Source: an optimization exercise on an open RTL-to-GDS flow (aim: small area). Production flows keep margins and buffers that such runs may drop.
Function was checked by simulation only, so behaviour that the tests miss may differ from the original.
Power figures rest on the tool's default switching activity, not on a simulated workload.

==> design/flow/design.v <==
package la_pkg;
  typedef enum logic [1:0] {
    TRIG_IMMEDIATE = 2'b00,
    TRIG_RISING    = 2'b01,
    TRIG_FALLING   = 2'b10,
    TRIG_LEVEL     = 2'b11
  } trig_mode_e;
  typedef enum logic [2:0] {
    CAP_IDLE = 3'd0,
    CAP_PRE  = 3'd1,
    CAP_WAIT = 3'd2,
    CAP_POST = 3'd3,
    CAP_DONE = 3'd4
  } cap_state_e;
endpackage
module la_sample_ram #(
  parameter int unsigned DEPTH = 160,
  parameter int unsigned WIDTH = 10,
  parameter int unsigned AW    = $clog2(DEPTH)
) (
  input  logic             clk,
  input  logic             reset,
  input  logic             we,
  input  logic [AW-1:0]    waddr,
  input  logic [WIDTH-1:0] wdata,
  input  logic [AW-1:0]    raddr,
  input  logic             rclr,
  output logic [WIDTH-1:0] rdata
);
  logic [WIDTH-1:0] mem [DEPTH];
  always_ff @(posedge clk) begin
    if (we) mem[waddr] <= wdata;
  end
  always_ff @(posedge clk) begin
    if (reset || rclr) rdata <= '0;
    else               rdata <= mem[raddr];
  end
endmodule
module la_capture_engine #(
  parameter int unsigned CHANNEL_COUNT  = 10,
  parameter int unsigned SAMPLE_DEPTH   = 160,
  parameter int unsigned PRESCALE_WIDTH = 16,
  localparam int unsigned AW = $clog2(SAMPLE_DEPTH),
  localparam int unsigned TW = (CHANNEL_COUNT > 1) ? $clog2(CHANNEL_COUNT) : 1
) (
  input  logic                      clk,
  input  logic                      reset,
  input  logic [CHANNEL_COUNT-1:0]  chan_in,
  input  logic [CHANNEL_COUNT-1:0]  chan_enable,
  input  logic                      arm,
  input  logic [TW-1:0]             trig_channel,
  input  logic [1:0]                trig_mode,
  input  logic [PRESCALE_WIDTH-1:0] prescale,
  input  logic [AW-1:0]             pretrig_count,
  input  logic [AW-1:0]             rd_addr,
  output logic [CHANNEL_COUNT-1:0]  rd_data,
  output logic [2:0]                cap_state,
  output logic                      done
);
  localparam int unsigned SELW = 1 << TW;
  localparam logic [AW-1:0] LAST = AW'(SAMPLE_DEPTH - 1);
  localparam logic [AW:0]   DEPTH_X = (AW+1)'(SAMPLE_DEPTH);
  la_pkg::cap_state_e               state;
  la_pkg::trig_mode_e               mode_q;
  logic [TW-1:0]            trig_ch_q;
  logic [PRESCALE_WIDTH-1:0] prescale_q;
  logic [PRESCALE_WIDTH-1:0] ps_cnt;
  logic [AW-1:0]            pretrig_q;
  logic [AW-1:0]            wr_ptr;
  logic [AW-1:0]            pre_cnt;
  logic [AW-1:0]            post_cnt;
  logic [AW-1:0]            start_ptr;
  logic                     prev_valid;
  logic                     prev_bit;
  logic [CHANNEL_COUNT-1:0] chan_s;
  logic [CHANNEL_COUNT-1:0] sample_c;
  logic [SELW-1:0]          sel_ext_c;
  logic                     cur_bit_c;
  logic                     active_c;
  logic                     tick_c;
  logic                     wr_en_c;
  logic                     trig_hit_c;
  logic [AW-1:0]            wr_ptr_inc_c;
  logic [AW:0]              rd_sum_c;
  logic [AW-1:0]            rd_idx_c;
  logic                     rd_oob_c;
  assign chan_s = chan_in;
  assign sample_c  = chan_s & chan_enable;
  assign sel_ext_c = SELW'(sample_c);
  assign cur_bit_c = sel_ext_c[trig_ch_q];
  assign active_c  = (state == la_pkg::CAP_PRE) || (state == la_pkg::CAP_WAIT) || (state == la_pkg::CAP_POST);
  assign tick_c    = active_c && (ps_cnt == prescale_q);
  assign wr_en_c   = tick_c && !arm && !((state == la_pkg::CAP_POST) && (post_cnt == '0));
  assign wr_ptr_inc_c = (wr_ptr == LAST) ? '0 : wr_ptr + AW'(1);
  assign rd_sum_c = {1'b0, start_ptr} + {1'b0, rd_addr};
  assign rd_idx_c = (rd_sum_c >= DEPTH_X) ? AW'(rd_sum_c - DEPTH_X) : AW'(rd_sum_c);
  assign rd_oob_c = ({1'b0, rd_addr} >= DEPTH_X);
  always_comb begin
    trig_hit_c = 1'b0;
    case (mode_q)
      la_pkg::TRIG_IMMEDIATE: trig_hit_c = 1'b1;
      la_pkg::TRIG_RISING:    trig_hit_c = prev_valid && !prev_bit && cur_bit_c;
      la_pkg::TRIG_FALLING:   trig_hit_c = prev_valid && prev_bit && !cur_bit_c;
      la_pkg::TRIG_LEVEL:     trig_hit_c = cur_bit_c;
      default:        trig_hit_c = 1'b0;
    endcase
  end
  always_ff @(posedge clk) begin
    if (reset) begin
      state      <= la_pkg::CAP_IDLE;
      done       <= 1'b0;
      mode_q     <= la_pkg::TRIG_IMMEDIATE;
      trig_ch_q  <= '0;
      prescale_q <= '0;
      pretrig_q  <= '0;
      ps_cnt     <= '0;
      wr_ptr     <= '0;
      pre_cnt    <= '0;
      post_cnt   <= '0;
      start_ptr  <= '0;
      prev_valid <= 1'b0;
      prev_bit   <= 1'b0;
    end else if (arm) begin
      mode_q     <= la_pkg::trig_mode_e'(trig_mode);
      trig_ch_q  <= trig_channel;
      prescale_q <= prescale;
      pretrig_q  <= pretrig_count;
      ps_cnt     <= '0;
      wr_ptr     <= '0;
      pre_cnt    <= '0;
      prev_valid <= 1'b0;
      prev_bit   <= 1'b0;
      done       <= 1'b0;
      state      <= (pretrig_count == '0) ? la_pkg::CAP_WAIT : la_pkg::CAP_PRE;
    end else begin
      if (active_c) ps_cnt <= tick_c ? '0 : ps_cnt + PRESCALE_WIDTH'(1);
      if (wr_en_c) begin
        wr_ptr     <= wr_ptr_inc_c;
        prev_bit   <= cur_bit_c;
        prev_valid <= 1'b1;
      end
      case (state)
        la_pkg::CAP_PRE: begin
          if (tick_c) begin
            pre_cnt <= pre_cnt + AW'(1);
            if (pre_cnt + AW'(1) == pretrig_q) state <= la_pkg::CAP_WAIT;
          end
        end
        la_pkg::CAP_WAIT: begin
          if (tick_c && trig_hit_c) begin
            state    <= la_pkg::CAP_POST;
            post_cnt <= LAST - pretrig_q;
          end
        end
        la_pkg::CAP_POST: begin
          if (post_cnt == '0) begin
            state     <= la_pkg::CAP_DONE;
            done      <= 1'b1;
            start_ptr <= wr_ptr;
          end else if (tick_c) begin
            post_cnt <= post_cnt - AW'(1);
            if (post_cnt == AW'(1)) begin
              state     <= la_pkg::CAP_DONE;
              done      <= 1'b1;
              start_ptr <= wr_ptr_inc_c;
            end
          end
        end
        default: ;
      endcase
    end
  end
  assign cap_state = state;
  la_sample_ram #(
    .DEPTH (SAMPLE_DEPTH),
    .WIDTH (CHANNEL_COUNT),
    .AW    (AW)
  ) u_ram (
    .clk   (clk),
    .reset (reset),
    .we    (wr_en_c),
    .waddr (wr_ptr),
    .wdata (sample_c),
    .raddr (rd_idx_c),
    .rclr  (rd_oob_c),
    .rdata (rd_data)
  );
endmodule
==> design/flow/run.sh <==
#!/bin/bash
# synth_recipe.tcl (not shown) runs the flow's synth.tcl, then flattens the netlist and writes it again
# the make line also repeats each setting of config.mk as NAME=value (left out here)
make -C /OpenROAD-flow-scripts/flow DESIGN_CONFIG=/design/flow/config.mk WORK_HOME=/design/flow/orfs CLKGATE_MAP_FILE= SYNTH_SCRIPT=/design/flow/synth_recipe.tcl finish
==> design/flow/config.mk <==
export PLATFORM = sky130hd
export DESIGN_NAME = la_capture_engine
export DESIGN_NICKNAME = la_capture_engine
export VERILOG_FILES = /design/flow/design.v
export SDC_FILE = /design/flow/constraint.sdc
export NUM_CORES = 4
export LEC_CHECK = 0
export CAP_MARGIN = 20
export CORE_MARGIN = 2
export CORE_UTILIZATION = 45
export PLACE_DENSITY = 0.6
export SLEW_MARGIN = 20
==> design/flow/constraint.sdc <==
create_clock -name core_clock -period 4.4 [get_ports {clk}]
set_input_delay 0.8800 -clock core_clock [delete_from_list [all_inputs] [get_ports {clk}]]
set_output_delay 0.8800 -clock core_clock [all_outputs]
set_load 0.01 [all_outputs]
==> metrics.cfg <==
[status]
outcome=complete, no violations

[sta]
whs_ns=0.494
slew_violations=0
setup_violations=0
relSlewSlack_pct=25.4
tightest_slew_ns=1.12
fin_crit_sh_pct=94.9
max_freq_mhz=239
fin_ws_ns=0.224
skew_ns=0.0321
hold_violations=0
min_period_ns=4.18
rsz0062_at_grt=false

[clock_network]
cts_tree=done
postCtsSetupBuffers=0
root_buffer=clkbuf_16
path_clk_slew_ns=0.06
cts_buffers=174
cts-hold-fix-buffers=0
cts_htree_levels=4
clkSinkCount=1694
cts-resized-gates=0
clockBufferDepth=3
clkLatencyLatePin_ns=0.82

[placement]
dpl.hpwl_um=105000
io_buffer_count=74
globalplace.congestion=0.873
pre_cts_slack_ns=-0.629

[power_and_ir_drop]
leakagePower_nw=26.6
total_power_mw=34.1
ir_worst_vdd_mv=0.330
cellPowerDensity_mw_per_mm2=425

[yosys]
avgSynthCellArea_um2=19.7
synth_cell_types=74
yosys.area.top_type_share_pct=70.9
synth_edf_count=1600
ys_warn_count=2
synth_seq_cells=1694
syn_nets=3529
synth_ff_type=edfxtp_1
syn-cell-area_mm2=0.0678
yosysSeqAreaShare_pct=73.7
postSynthCellCount=3448
synth_area_leaders=edfxtp_1, mux4_2, mux2i_1
yosysTopAreaCell=edfxtp_1
async_flop_share_pct=0

[route]
via_per_inst=5.66
wl_per_cell_um=26.8
first_pass_iters=5
drc=0
drtIter0Drc=3280
ant_nets=0
dr_total_vias=34700
routed_wl_um=164000

[critical_path]
path_max_fanout=25
cp-end-kind=flop
worstPathRequired_ns=5.10
startpoint_type=input pin
critPathKind=input pin to flop
crit_arrival_ns=4.87

[floorplan]
rows=142
dieHeight_um=392
ios=75
die_area_mm2=0.154
die_width_um=392
initial_core_util_pct=45.3
core_mm2=0.150

[finish]
seq_area_mm2=0.0499
area_growth_pct=18.3
multi_input_area_mm2=0.0170
fillers=11700
n_antenna_cell=0
drive_above_1_share_pct=28.4
final_nets=4052

[grt]
grt_pass1_wl_um=242000
antenna_found_initial=4
grt_pass1_vias=35200
grt_usage_pct=21.8
grt_start_max_net_pins=161
overflow=0

[job]
cap_violations=0

[hold_path]
hold_path_class=flop to flop

## path summary, 6_finish.rpt
kind / startpoint / end / slack (ns) / cells past startpoint
setup / recovery: rd_addr[0] / u_ram.rdata[7] / 0.22 / 19
hold / removal: prev_valid / prev_valid / 0.49 / 2
setup reg to reg: ps_cnt[1] / u_ram.mem[147][7] / 0.46 / 7
hold reg to reg: prev_valid / prev_valid / 0.49 / 2
## cell type report
type | count | area share, %
timing repair buffer | 536 | 6.25
sequential | 1694 | 62.3
tap | 2016 | 3.15
inverter | 25 | 0.167
multi-input combinational | 1540 | 21.2
clock inverter | 95 | 1.15
clock buffer | 225 | 5.77
## metrics by stage
stage,setup TNS [ns],std cells,instance area [µm²],utilization (%)
after floorplan,0,3448,67800,-
after global placement,-5.34,5810,74600,49.8
after detailed placement,-5.94,5810,74600,49.8
after CTS,0,6130,80200,53.5
after global routing,0,6131,80200,53.5
final,0,6131,80200,53.5
## state kept, by name (all words and copies together) (netlist names)
register,flops
u_ram.mem,1600
done,1
wr_ptr,8
prescale_q,16
trig_ch_q,4
mode_q,2
ps_cnt,16
state,3
u_ram.rdata,10
prev_valid,1
pre_cnt,8
prev_bit,1
pretrig_q,8
start_ptr,8
post_cnt,8
## cell usage after synthesis (31+ instances only)
cell type and instances:
edfxtp_1 1600, mux4_2 422, nor2_1 263, mux2i_1 250
nand2_1 128, clkbuf_1 97, dfxtp_1 94, buf_2 63
a211oi_1 46, o21ai_0 43, nand3_1 36, nor3_1 34
xnor2_1 33, a21oi_1 31
## per-layer routing
layer | vias up | global-route usage (%) | wire length (µm)
met1 | 18400 | 31.1 | 70700
li1 | 15100 | - | -
met3 | 223 | 3.15 | 9270
met4 | 2 | 6.03 | 3880
met5 | - | 0 | 11
met2 | 1023 | 35.1 | 80600
## power by group
part           total [mW]  switching, mW  internal (mW)
sequential           17.7         0.0540           17.6
combinational        2.11           1.17          0.937
clock                14.3           6.17           8.12
## critical path: stages
cell and delay [ns]:
clkdlybuf4s50_1 0.59, ha_4 0.17, inv_1 0.05, fa_4 0.42
nand2b_1 0.18, a21o_1 0.21, a21oi_1 0.19, nor2_1 0.10
inv_1 0.09, ha_1 0.19, nor2b_1 0.17, a21oi_2 0.07
a211o_2 0.38, buf_4 0.16, xnor2_4 0.13, buf_12 0.16
a211oi_1 0.31, a311oi_1 0.11, nor4bb_1 0.32
## kinds of logic after synthesis
family                   Yosys count  share of synthesized area, %
buffers and inverters            214                          1.37
AND/OR/NAND/NOR                  580                          3.93
adder cells (fa/ha/maj)           20                         0.380
flip-flops                      1694                          73.7
AO/OA/AOI/OAI                    207                          2.09
XOR/XNOR                          58                         0.816
multiplexers                     675                          17.8
## cells in the final DEF, fill, tap and decap left out, drive strengths merged, types with 8 or more instances in the layout
master and count:
a311oi 10, a31oi 21, mux2i 250, clkbuf 225, a211oi 50, nand4 10
dfxtp 94, o21ai 45, nand3 37, and2 23, nor3 34, xor2 24
a22oi 12, ha 19, mux4 422, nand2 128, or3 10, clkdlybuf4s50 72
nand2b 8, nor2b 9, nor2 263, and3 18, a21oi 33, xnor2 34
edfxtp 1600, bufinv 11, nor4bb 10, inv 31, clkinv 75, nor4 9
buf 464

-- afterwards: timing with drivers on the ports --
In the flow no input, the clock included, has a driving cell. The finished layout below was timed again as built, in two steps. Step 1: set_driving_cell puts a clkbuf_16 on clk and a buf_2 on each other input, an assumption about the parent block. Step 2 also shifts input and output timing later by t, the mid clock arrival at the registers, as if the neighbouring blocks saw the same clock. a / b / c = ideal ports / drivers / drivers and shift; a / b = the first two.
t, ns: 0.879
slack for setup (ns): 0.224 / 0.278 / -0.600
hold WS [ns]: 0.494 / 0.494 / 0.494
latest minus earliest clock arrival (ns): 0.035 / 0.035
cell pins on the clock port's net: 1
Met with ideal ports but missed after step 2: setup timing in this run. For this run, drivers alone change the setup slack by +0.054 ns; drivers and shift together by -0.824 ns.
